Source: an optimization exercise on an open RTL-to-GDS flow (aim: small area, a short achievable clock period and few clock cycles). Production flows keep margins and buffers that such runs may drop. Only simulation tests tie the RTL to the original design; equivalence was not proved. No activity file was given, so power comes from the tool's default toggle rates.

==> inputs of 05-10 <==
// pb_mcast_unroller
module pb_mcast_unroller #(
  parameter int unsigned AddrWidth  = pb_mcast_pkg::ADDR_W,
  parameter int unsigned UserWidth  = pb_mcast_pkg::USER_W,
  parameter int unsigned SelWidth   = pb_mcast_pkg::SEL_W,
  parameter int unsigned MeshDimX   = 4,
  parameter int unsigned MeshDimY   = 4,
  parameter int unsigned CoordWidth = pb_mcast_pkg::COORD_W
) (
  input  logic                  clk_i,
  input  logic                  rst_i,
  input  logic                  in_valid_i,
  output logic                  in_ready_o,
  input  logic [AddrWidth-1:0]  in_addr_i,
  input  logic [AddrWidth-1:0]  in_mask_i,
  input  logic [2*SelWidth-1:0] in_sel_x_i,
  input  logic [2*SelWidth-1:0] in_sel_y_i,
  input  logic [UserWidth-1:0]  in_user_i,
  output logic                  out_valid_o,
  input  logic                  out_ready_i,
  output logic [AddrWidth-1:0]  out_addr_o,
  output logic [CoordWidth-1:0] out_x_o,
  output logic [CoordWidth-1:0] out_y_o,
  output logic [UserWidth-1:0]  out_user_o,
  output logic                  out_last_o,
  output logic                  busy_o,
  output logic                  err_o
);
  localparam int unsigned AW = 48;    
  localparam int unsigned SW = 6;
  function automatic logic [2*AW-1:0] field_dec(input logic [2*SW-1:0] sel);
    logic [2:0]  oh, ol, lh, ll;
    logic [5:0]  hgt, heq, ogt, oeq;
    logic [13:0] sgt;
    logic [7:0]  olgt;
    logic [AW-1:0] ge, lt;
    {oh, ol} = sel[2*SW-1:SW];
    {lh, ll} = sel[SW-1:0];
    hgt = '0;
    heq = '0;
    sgt = '0;
    for (int j = 0; j < 8; j++) begin
      for (int a = 0; a < 6; a++) begin
        if (a - j < 0)       hgt[a] = hgt[a] | (oh == j);
        else if (a - j < 7)  hgt[a] = hgt[a] | ((oh == j) & (lh > (a - j)));
        if (a - j >= 0 && a - j < 8) heq[a] = heq[a] | ((oh == j) & (lh == (a - j)));
      end
      for (int k = 0; k < 14; k++) begin
        if (k - j < 0)       sgt[k] = sgt[k] | (ol == j);
        else if (k - j < 7)  sgt[k] = sgt[k] | ((ol == j) & (ll > (k - j)));
      end
    end
    for (int a = 0; a < 6; a++) begin
      ogt[a] = (oh > a);
      oeq[a] = (oh == a);
    end
    for (int b = 0; b < 8; b++) olgt[b] = (ol > b);
    for (int i = 0; i < AW; i++) begin
  ...
==> flow/config.mk <==
export PLATFORM = sky130hd
export DESIGN_NAME = pb_mcast_unroller
export DESIGN_NICKNAME = pb_mcast_unroller
export VERILOG_FILES = /design/flow/design.v
export SDC_FILE = /design/flow/constraint.sdc
export NUM_CORES = 4
export LEC_CHECK = 0
export ABC_AREA = 1
export CAP_MARGIN = 20
export CORE_MARGIN = 2
export CORE_UTILIZATION = 40
export SLEW_MARGIN = 20
==> flow/constraint.sdc <==
create_clock -name core_clock -period 7.0 [get_ports {clk_i}]
set_input_delay 1.4000 -clock core_clock [delete_from_list [all_inputs] [get_ports {clk_i}]]
set_output_delay 1.4000 -clock core_clock [all_outputs]
set_load 0.01 [all_outputs]
standard.sh (not shown) runs the stock make flow with config.mk's settings and CLKGATE_MAP_FILE= SYNTH_SCRIPT=/design/flow/synth_recipe.tcl, a recipe that flattens the netlist after the stock synthesis.
==> flow/flow/run.sh <==
#!/bin/bash
# Standard layout, with the port buffers made from the smallest buffer cell
# (the default pick is a larger delay buffer). Everything else is the standard flow's
# standard flow.
set -euo pipefail
export BUFFER_PORTS_ARGS="-buffer_cell sky130_fd_sc_hd__buf_1"
bash standard.sh 2>&1 | tee standard_flow.log
==> inputs of 06-05, as changes to 05-10 <==
--- a/flow/design.v
+++ b/flow/design.v
@@ -65,49 +65,48 @@
   output logic [CoordWidth-1:0] out_y_o,
   output logic [UserWidth-1:0]  out_user_o,
   output logic                  out_last_o,
   output logic                  busy_o,
   output logic                  err_o
 );
   localparam int unsigned AW = 48;    
   localparam int unsigned SW = 6;
+  function automatic logic [AW-1:0] thermo(input logic [5:0] hgt, input logic [5:0] heq,
+                                           input logic [7:0] lgt);
+    logic [AW-1:0] t;
+    for (int i = 0; i < AW; i++) t[i] = hgt[i/8] | (heq[i/8] & lgt[i%8]);
+    thermo = t;
+  endfunction
   function automatic logic [2*AW-1:0] field_dec(input logic [2*SW-1:0] sel);
-    logic [2:0]  oh, ol, lh, ll;
-    logic [5:0]  hgt, heq, ogt, oeq;
-    logic [13:0] sgt;
-    logic [7:0]  olgt;
-    logic [AW-1:0] ge, lt;
+    logic [2:0] oh, ol, lh, ll;
+    logic [3:0] slo, shi;
+    logic [5:0] hgt, heq, hgt0, heq0, ogt, oeq;
+    logic [7:0] lgt, olgt;
+    logic       c8;
     {oh, ol} = sel[2*SW-1:SW];
     {lh, ll} = sel[SW-1:0];
-    hgt = '0;
-    heq = '0;
-    sgt = '0;
-    for (int j = 0; j < 8; j++) begin
-      for (int a = 0; a < 6; a++) begin
-        if (a - j < 0)       hgt[a] = hgt[a] | (oh == j);
-        else if (a - j < 7)  hgt[a] = hgt[a] | ((oh == j) & (lh > (a - j)));
-        if (a - j >= 0 && a - j < 8) heq[a] = heq[a] | ((oh == j) & (lh == (a - j)));
-      end
-      for (int k = 0; k < 14; k++) begin
-        if (k - j < 0)       sgt[k] = sgt[k] | (ol == j);
-        else if (k - j < 7)  sgt[k] = sgt[k] | ((ol == j) & (ll > (k - j)));
-      end
+    slo = {1'b0, ol} + {1'b0, ll};
+    shi = {1'b0, oh} + {1'b0, lh};
+    c8  = slo[3];
+    for (int a = 0; a < 6; a++) begin
+      hgt0[a] = (shi > a);
+      heq0[a] = (shi == a);
+      ogt[a]  = (oh > a);
+      oeq[a]  = (oh == a);
     end
     for (int a = 0; a < 6; a++) begin
-      ogt[a] = (oh > a);
-      oeq[a] = (oh == a);
+      hgt[a] = hgt0[a] | (c8 & heq0[a]);
+      heq[a] = c8 ? ((a == 0) ? 1'b0 : heq0[(a == 0) ? 0 : a-1]) : heq0[a];
     end
-    for (int b = 0; b < 8; b++) olgt[b] = (ol > b);
-    for (int i = 0; i < AW; i++) begin
-      ge[i] = ~(ogt[i/8] | (oeq[i/8] & olgt[i%8]));
-      lt[i] = hgt[i/8] | (heq[i/8] & sgt[i%8]);
-      if (i >= 8 && (i % 8) < 6) lt[i] = lt[i] | (heq[i/8-1] & sgt[i%8+8]);
+    for (int b = 0; b < 8; b++) begin
+      lgt[b]  = (slo[2:0] > b);
+      olgt[b] = (ol > b);
     end
-    field_dec = {ge, lt};
+    field_dec = {~thermo(ogt, oeq, olgt), thermo(hgt, heq, lgt)};
   endfunction
   function automatic logic [5:0] dec_h(input logic [2*SW-1:0] sel);
     logic [5:0] h;
     for (int a = 0; a < 6; a++) h[a] = (sel[2*SW-1:SW+3] == a) && (sel[SW-1:0] != '0);
     dec_h = h;
   endfunction
   function automatic logic [7:0] dec_l(input logic [2*SW-1:0] sel);
     logic [7:0] l;
CTS_BUF_LIST = sky130_fd_sc_hd__clkbuf_8   (was default)
CTS_CLUSTER_SIZE = 20   (was default)
PLACE_DENSITY = 0.8   (was default)
SETUP_SLACK_MARGIN = 4.0   (was default)
TNS_END_PERCENT = 0   (was default)
==> run notes <==
item	06-05	05-10
Status	complete, no violations	complete, no violations
Multi-input gates	1406	1690
Number of nets in the layout	2241	2468
Core area	29400 um2	32370 um2
Relative max-transition margin	33.67%	11.84%
Xor and xnor fraction of the mapped netlist area	2.364%	1.070%
Final Wtd Congestion	1.046	1.144
Fillcell total	3090	3577
Startpoint of the most critical hold path	mp_q[15]$_DFFE_PP_	a_q[16]$_DFF_P_
Slack of the worst reg-to-reg path	4.45 ns	4.04 ns
Instance area after placement	12970 um2	14130 um2
Fin worst setup slack	3.166 ns	2.265 ns
Proportion of layout cells with a drive suffix above 1	11.82%	5.364%
Largest stage delay, worst path	0.70 ns	0.52 ns
Fraction of power consumed by combinational cells	40.3%	29.2%
Number of non-clock inverters	267	286
Critical path destination	busy_q$_SDFF_PP0_	ld_q$_SDFF_PP1_
Testbench counts of 05-10, summed over its fixed seeds: cycles 13,033.
Testbench counts of 06-05, summed over its fixed seeds: cycles 13,033.

[afterwards: timing with drivers on the ports]
The results above use ideal ports. As a check the final layouts listed here were re-extracted and re-timed, cells and wires unchanged. Step 1 (the two cells are an assumption about what drives the block):
set clk [get_ports {clk_i}]
set_driving_cell -lib_cell sky130_fd_sc_hd__clkbuf_16 $clk
set_driving_cell -lib_cell sky130_fd_sc_hd__buf_2 [delete_from_list [all_inputs] $clk]
Step 2 adds t to the input delays and takes it off the output delays; t is the mean of the earliest and latest rising clock arrival at the registers after step 1. Input paths then give back, and output paths get back, about the clock's delay inside the block. Three values: ideal ports, drivers, drivers and shift; two values: the first two.
| run | t, ns | setup slack, ns | worst hold slack (ns) | pins driven straight from the clock port |
|---|---|---|---|---|
| 05-10 | 0.469 | 2.265 / 2.280 / 1.812 | 0.578 / 0.578 / 0.578 | 1 |
| 06-05 | 0.476 | 3.166 / 3.175 / 2.699 | 0.589 / 0.589 / 0.589 | 1 |
After both steps every run listed still meets setup and hold. The setup slack of 06-05, which loses most, moves by +0.009 ns with the drivers and by -0.467 ns with both steps.
